Background: an optimization exercise with open tools, aiming at small area, a short achievable clock period and few clock cycles per item. Do not read the settings as production practice. In this exercise RTL edits were held to simulation tests only and were not proved equivalent to the original.

Design fm_frontend_top, start of the top module:
module fm_frontend_top (
    input  logic                 clock,
    input  logic                 i_rst_n,
    input  logic                 i_in_wr_en,
    input  fm_sample_pkg::byte_t i_in_din,
    output logic                 o_in_full,
    input  logic                 i_out_rd_en,
    output fm_sample_pkg::iq_t   o_out_iq,
    output logic                 o_out_empty
);
    localparam int TAPS = 20;
    localparam int RING = 4 * (TAPS - 1);
    logic       full_q;          
    logic       fresh_q;         
    logic       sv_q;            
    logic [1:0] nl_q;            
    logic [1:0] ln_q;            
    logic [6:0] p_q;             
    logic       u_q;             
    logic       lr_q;            
    logic [4:0]      nm_q;
    logic [1:0]      nr_q;
    logic [TAPS-2:0] mask_q;
    logic [6:0]      p_n;
    logic [4:0]      nm_n;
    logic [TAPS-2:0] nt_n;           
    logic [1:0]      nr_n;
    logic            mc_n;
    logic [19:0] sum;
    logic [19:0] lo_q;           
    logic [27:0] pi_q;           
    logic [27:0] ori_q, orq_q;
    logic        ov_q;
    logic        accept, pop;
    logic [27:0] y;
    logic        land;
    logic        f00, f01, f10, f11, ring_ok;
    assign accept = i_in_wr_en && !full_q;
    assign pop    = i_out_rd_en && ov_q;
    assign p_n  = (accept || p_q == 7'(RING - 1)) ? 7'd0 : p_q + 7'd1;
    assign nr_n = nr_q + {1'b0, accept};
    assign nm_n = (accept && nr_q == 2'd3 && nm_q != 5'(TAPS - 1)) ? nm_q + 5'd1 : nm_q;
    for (genvar j = 0; j < TAPS - 1; j++) begin : g_nt
        assign nt_n[j] = (nm_n > 5'(j));
    end
    assign mc_n = (p_n != 7'(RING - 1)) && (nr_n == 2'd3);
    channel_fir fir_inst (
        .clock  (clock),
        .i_take (accept),
        .i_din  (i_in_din),
        .i_mask (mask_q),
        .i_hi0  (lr_q),
        .i_hi1  (nl_q[0]),
        .i_hi   (ln_q[0]),
        .i_lo_hi(lo_q[19:8]),
        .o_sum  (sum)
    );
    assign y    = {sum, lo_q[7:0]};
    assign land = sv_q && (ln_q == 2'd3);
    assign ring_ok = fresh_q || (p_q == 7'(RING - 1));
    assign f00 = !ring_ok || (nl_q == 2'd3 && u_q);
    assign f01 = !ring_ok;
    assign f10 = (nl_q == 2'd2) && u_q;
    assign f11 = 1'b0;
    always_ff @(posedge clock) begin
        ln_q <= nl_q;
  ...
For scale: roughly 910 flip-flops, about 78 I/O pins, about 30000 µm² of cells after synthesis.
==> flow/config.mk <==
export PLATFORM = sky130hd
export DESIGN_NAME = fm_frontend_top
export DESIGN_NICKNAME = fm_frontend_top
export VERILOG_FILES = /design/flow/design.v
export SDC_FILE = /design/flow/constraint.sdc
export NUM_CORES = 4
export LEC_CHECK = 0
export CAP_MARGIN = 20
export CORE_MARGIN = 2
export CORE_UTILIZATION = 65
export CTS_BUF_LIST = sky130_fd_sc_hd__clkbuf_16
export CTS_CLUSTER_DIAMETER = 100
export CTS_CLUSTER_SIZE = 30
export PLACE_DENSITY = 0.8
export SLEW_MARGIN = 20
export SYNTH_HIERARCHICAL = 1
export SYNTH_MINIMUM_KEEP_SIZE = 0
==> flow/constraint.sdc <==
create_clock -name core_clock -period 12.0 [get_ports {clock}]
set_input_delay 2.4000 -clock core_clock [delete_from_list [all_inputs] [get_ports {clock}]]
set_output_delay 2.4000 -clock core_clock [all_outputs]
set_load 0.01 [all_outputs]
standard.sh (not shown) runs the stock make flow with config.mk's settings and CLKGATE_MAP_FILE= SYNTH_SCRIPT=/design/flow/synth_recipe.tcl, a recipe that flattens the netlist after the stock synthesis.
==> flow/flow/run.sh <==
#!/bin/bash
# The standard layout, with the port buffers the standard flow's flow inserts made
# from a plain buffer cell instead of the default pick (a delay buffer),
# and the timing repair steps aiming at a setup slack of 8.5 ns.
set -euo pipefail
bash standard.sh BUFFER_PORTS_ARGS="-buffer_cell sky130_fd_sc_hd__buf_2" SETUP_SLACK_MARGIN=8.5 finish > standard.log 2>&1
The first run completed without violations.
Testbench counts at the start, summed over its fixed seeds: cycles 8,208, items 2,048.
==> next run, changes <==
==> flow/flow/run.sh (replaced) <==
#!/bin/bash
# The standard layout, with the port buffers the standard flow's flow inserts made
# from a plain buffer cell instead of the default pick (a delay buffer),
# and the timing repair steps aiming at a setup slack of 8.4 ns.
set -euo pipefail
bash standard.sh BUFFER_PORTS_ARGS="-buffer_cell sky130_fd_sc_hd__buf_2" SETUP_SLACK_MARGIN=8.4 finish > standard.log 2>&1
The changed run passed the timing, design-rule and antenna checks.
Design area went down slightly.
Routed wire length went up slightly.
Register-to-register slack got worse by 50 ps.
Worst setup slack got worse by 36 ps.
Via count barely changes.

static timing again, ports no longer ideal:
No port has a modelled driver above. Below, the same layouts with a new extraction and two added sets of constraints.
Step 1, drivers: a clkbuf_16 drives clock and a buf_2 each remaining input, both assumed.
Step 2 moves the port delays by t, midway between the first and last clock arrival at a register: inputs arrive t later, outputs are due t later. That takes back most of the time a late clock gives input paths.
Three values: ideal, step 1, step 2; two values: the first two.
run	t (ns)	slack for setup (ns)	hold slack, ns	worst setup path after step 2
the first run	0.649	8.413 / 8.358 / 7.994	0.330 / 0.330 / 0.330	input to register
the second run	0.635	8.376 / 8.320 / 7.905	0.330 / 0.330 / 0.330	input to register
After both steps setup and hold are still met in every run listed. The setup slack of the second run, which loses most, moves by -0.056 ns with the drivers and by -0.471 ns with both steps.
